This is an optimization exercise on Yosys and OpenROAD, whose aim is small area and a short achievable clock period, not a production implementation. Where RTL was checked, it was by simulation tests only, not by an equivalence proof against the original.

==> inputs of indigo <==
## iq_upconverter
module iq_upconverter (
  input  logic        clk,
  input  logic        rstn,
  input  logic        en,
  input  logic [11:0] i_data,
  input  logic [11:0] q_data,
  output logic        if_valid,
  output logic [11:0] if_data
);
==> flow/config.mk <==
export PLATFORM = sky130hd
export DESIGN_NAME = iq_upconverter
export DESIGN_NICKNAME = iq_upconverter
export VERILOG_FILES = /design/flow/design.v
export SDC_FILE = /design/flow/constraint.sdc
export NUM_CORES = 4
export LEC_CHECK = 0
export CAP_MARGIN = 20
export CORE_MARGIN = 2
export CORE_UTILIZATION = 40
export SETUP_SLACK_MARGIN = 3.4
export SLEW_MARGIN = 20
==> flow/constraint.sdc <==
create_clock -name core_clock -period 6.0 [get_ports {clk}]
set_input_delay 1.2000 -clock core_clock [delete_from_list [all_inputs] [get_ports {clk}]]
set_output_delay 1.2000 -clock core_clock [all_outputs]
set_load 0.01 [all_outputs]
standard.sh (not shown) runs the stock make flow with config.mk's settings and CLKGATE_MAP_FILE= SYNTH_SCRIPT=/design/flow/synth_recipe.tcl, a recipe that flattens the netlist after the stock synthesis.
==> flow/flow/run.sh <==
#!/bin/bash
# Layout: the standard ORFS flow (standard.sh), with two changes:
#  - the port buffers are sky130_fd_sc_hd__buf_4 cells instead of the
#    resizer's default choice (a delay cell);
#  - the repair steps may resize a cell to any drive strength, not only to a
#    cell with the same footprint.
# The output of each tool goes to the ORFS logs under orfs/logs; make's own
# output goes to standard.log here.
set -euo pipefail
bash standard.sh MATCH_CELL_FOOTPRINT=0 \
  "BUFFER_PORTS_ARGS=-buffer_cell sky130_fd_sc_hd__buf_4" \
  finish > standard.log 2>&1
==> garnet (differences from indigo) <==
--- a/flow/design.v
+++ b/flow/design.v
@@ -10,14 +10,12 @@
 );
   logic [1:0]  q;
   logic [3:0]  ms;
   logic [5:0]  phase, phase_nx;
   assign phase    = {q, ms ^ {4{q[0]}}};
   assign phase_nx = phase + 6'd1;
-  logic [1:0]  q_n;      
-  logic [3:0]  ms_n;
   logic        v1, v2;   
   logic [5:0]  bo0, bt0, bn0, bo1, bt1, bn1;
   logic pp0_0_0;
   logic pp0_0_1;
   logic pp0_0_2;
   logic pp0_0_3;
@@ -599,27 +597,26 @@
       q        <= 2'd0;
       ms       <= 4'd0;
       v1       <= 1'b0;
       v2       <= 1'b0;
       if_valid <= 1'b0;
     end else begin
-      q  <= q_n;
-      ms <= ms_n;
+      if (en) begin
+        q  <= phase_nx[5:4];
+        ms <= phase_nx[3:0] ^ {4{phase_nx[4]}};
+      end
       v1       <= en;
       v2       <= v1;
       if_valid <= v2;
     end
   end
-  assign q_n  = en ? phase_nx[5:4] : q;
-  assign ms_n = en ? (phase_nx[3:0] ^ {4{phase_nx[4]}}) : ms;
-  logic [3:0] mc, mr;
+  logic [3:0] mc;
   logic       sc, s1;
-  assign mr = ms_n;
-  assign mc = ~ms_n;
-  assign sc = q_n[1] ^ q_n[0];
-  assign s1 = ~q_n[1];
+  assign mc = ~ms;
+  assign sc = q[1] ^ q[0];
+  assign s1 = ~q[1];
   logic [5:0] mo_c, mt_c, mn_c, mo_s, mt_s, mn_s;
   always_comb begin
     case (mc)
       4'd0: begin mo_c = 6'b000010; mt_c = 6'b001100; mn_c = 6'b000100; end
       4'd1: begin mo_c = 6'b011110; mt_c = 6'b000000; mn_c = 6'b000110; end
       4'd2: begin mo_c = 6'b000101; mt_c = 6'b010000; mn_c = 6'b000100; end
@@ -637,13 +634,13 @@
       4'd14: begin mo_c = 6'b000101; mt_c = 6'b100010; mn_c = 6'b000110; end
       4'd15: begin mo_c = 6'b000011; mt_c = 6'b100000; mn_c = 6'b000010; end
       default: begin mo_c = '0; mt_c = '0; mn_c = '0; end
     endcase
   end
   always_comb begin
-    case (mr)
+    case (ms)
       4'd0: begin mo_s = 6'b000010; mt_s = 6'b001100; mn_s = 6'b000100; end
       4'd1: begin mo_s = 6'b011110; mt_s = 6'b000000; mn_s = 6'b000110; end
       4'd2: begin mo_s = 6'b000101; mt_s = 6'b010000; mn_s = 6'b000100; end
       4'd3: begin mo_s = 6'b111110; mt_s = 6'b000001; mn_s = 6'b011101; end
       4'd4: begin mo_s = 6'b110111; mt_s = 6'b001000; mn_s = 6'b010111; end
       4'd5: begin mo_s = 6'b100010; mt_s = 6'b000100; mn_s = 6'b000010; end
@@ -657,21 +654,18 @@
       4'd13: begin mo_s = 6'b001010; mt_s = 6'b100001; mn_s = 6'b001001; end
       4'd14: begin mo_s = 6'b000101; mt_s = 6'b100010; mn_s = 6'b000110; end
       4'd15: begin mo_s = 6'b000011; mt_s = 6'b100000; mn_s = 6'b000010; end
       default: begin mo_s = '0; mt_s = '0; mn_s = '0; end
     endcase
   end
-  always_ff @(posedge clk or negedge rstn) begin
-    if (!rstn) begin
-      bo0 <= 6'b000011; bt0 <= 6'b100000; bn0 <= 6'b000010;
-      bo1 <= 6'b000010; bt1 <= 6'b001100; bn1 <= 6'b111011;
-    end else begin
-      bo0 <= mo_c; bt0 <= mt_c; bn0 <= mn_c ^ {6{sc}};
-      bo1 <= mo_s; bt1 <= mt_s; bn1 <= mn_s ^ {6{s1}};
-    end
-  end
+  assign bo0 = mo_c;
+  assign bt0 = mt_c;
+  assign bn0 = mn_c ^ {6{sc}};
+  assign bo1 = mo_s;
+  assign bt1 = mt_s;
+  assign bn1 = mn_s ^ {6{s1}};
   assign pp0_0_0 = ((bo0[0] & i_data[0])) ^ bn0[0];
   assign pp0_0_1 = ((bo0[0] & i_data[1]) | (bt0[0] & i_data[0])) ^ bn0[0];
   assign pp0_0_2 = ((bo0[0] & i_data[2]) | (bt0[0] & i_data[1])) ^ bn0[0];
   assign pp0_0_3 = ((bo0[0] & i_data[3]) | (bt0[0] & i_data[2])) ^ bn0[0];
   assign pp0_0_4 = ((bo0[0] & i_data[4]) | (bt0[0] & i_data[3])) ^ bn0[0];
   assign pp0_0_5 = ((bo0[0] & i_data[5]) | (bt0[0] & i_data[4])) ^ bn0[0];
--- a/flow/config.mk
+++ b/flow/config.mk
@@ -5,8 +5,8 @@
 export SDC_FILE = /design/flow/constraint.sdc
 export NUM_CORES = 4
 export LEC_CHECK = 0
 export CAP_MARGIN = 20
 export CORE_MARGIN = 2
 export CORE_UTILIZATION = 40
-export SETUP_SLACK_MARGIN = 3.4
+export SETUP_SLACK_MARGIN = 3.3
 export SLEW_MARGIN = 20
==> zinc (differences from indigo) <==
--- a/flow/config.mk
+++ b/flow/config.mk
@@ -5,8 +5,8 @@
 export SDC_FILE = /design/flow/constraint.sdc
 export NUM_CORES = 4
 export LEC_CHECK = 0
 export CAP_MARGIN = 20
 export CORE_MARGIN = 2
 export CORE_UTILIZATION = 40
-export SETUP_SLACK_MARGIN = 3.4
+export SETUP_SLACK_MARGIN = 3.6
 export SLEW_MARGIN = 20
==> run summary <==
item	indigo	zinc	garnet
Status	finished clean	finished clean	finished clean
Met3 track demand over resource	3.45%	4.09%	4.30%
Min cycle time layout	2.53 ns	2.46 ns	2.98 ns
Area taken by multi-input logic gates	0.00756 sq mm	0.00805 sq mm	0.00817 sq mm
Maximum fanout along the worst path	12	6	10
Metal2 WL	14100 um	14800 um	14500 um
Proportion of cell area occupied by registers	29.7%	27.5%	22.0%
Cell area after synthesis	0.0121 sq mm	0.0121 sq mm	0.0111 sq mm
Worst path setup slack after routing	3.47 ns	3.54 ns	3.02 ns
Compound-gate portion of the synthesized area	15.1%	15.1%	16.5%
Worst setup path startpoint	i_data[6]	q[0]$_DFF_PN0_	ms[0]$_DFFE_PN0P_
Vertical extent of the die	178 um	178 um	170 um
Final instance area	0.0138 sq mm	0.0149 sq mm	0.0145 sq mm
Count of sequential standard cells	192	192	156
Data arrival time of the critical path	2.85 ns	2.77 ns	3.28 ns
Met1 wire length	13500 um	13600 um	13500 um
Delay of the slowest cell on the worst path	0.57 ns	0.47 ns	0.59 ns
Per-instance average area after synthesis	10.3 sq um	10.3 sq um	10.2 sq um
Weighted congestion at the end of routability-driven global placement	0.835	0.840	0.886
No functional check of the RTL was part of indigo and zinc.

## port drivers added, routing unchanged
No port has a modelled driver above. Below, the same layouts with a new extraction and two added sets of constraints. Step 1: set_driving_cell puts a clkbuf_16 on clk and a buf_2 on each other input, an assumption about the parent block. Step 2 times the ports against the registers' clock, not the clock port: input delays grow and output delays shrink by t, the midpoint of the rising clock arrivals with the driver on. Slacks: no drivers / after step 1 / after step 2; pairs: no drivers / after step 1.
| run | t, ns | setup WS [ns] | slew at the worst register clock pin (ns) |
|---|---|---|---|
| indigo | 0.493 | 3.465 / 3.487 / 2.993 | 0.08 / 0.08 |
| garnet | 0.482 | 3.025 / 3.025 / 2.799 | 0.08 / 0.08 |
| zinc | 0.484 | 3.543 / 3.475 / 2.991 | 0.08 / 0.08 |
After both steps setup and hold are still met in every run listed. For zinc, which loses most, drivers alone change the setup slack by -0.068 ns; drivers and shift together by -0.552 ns.
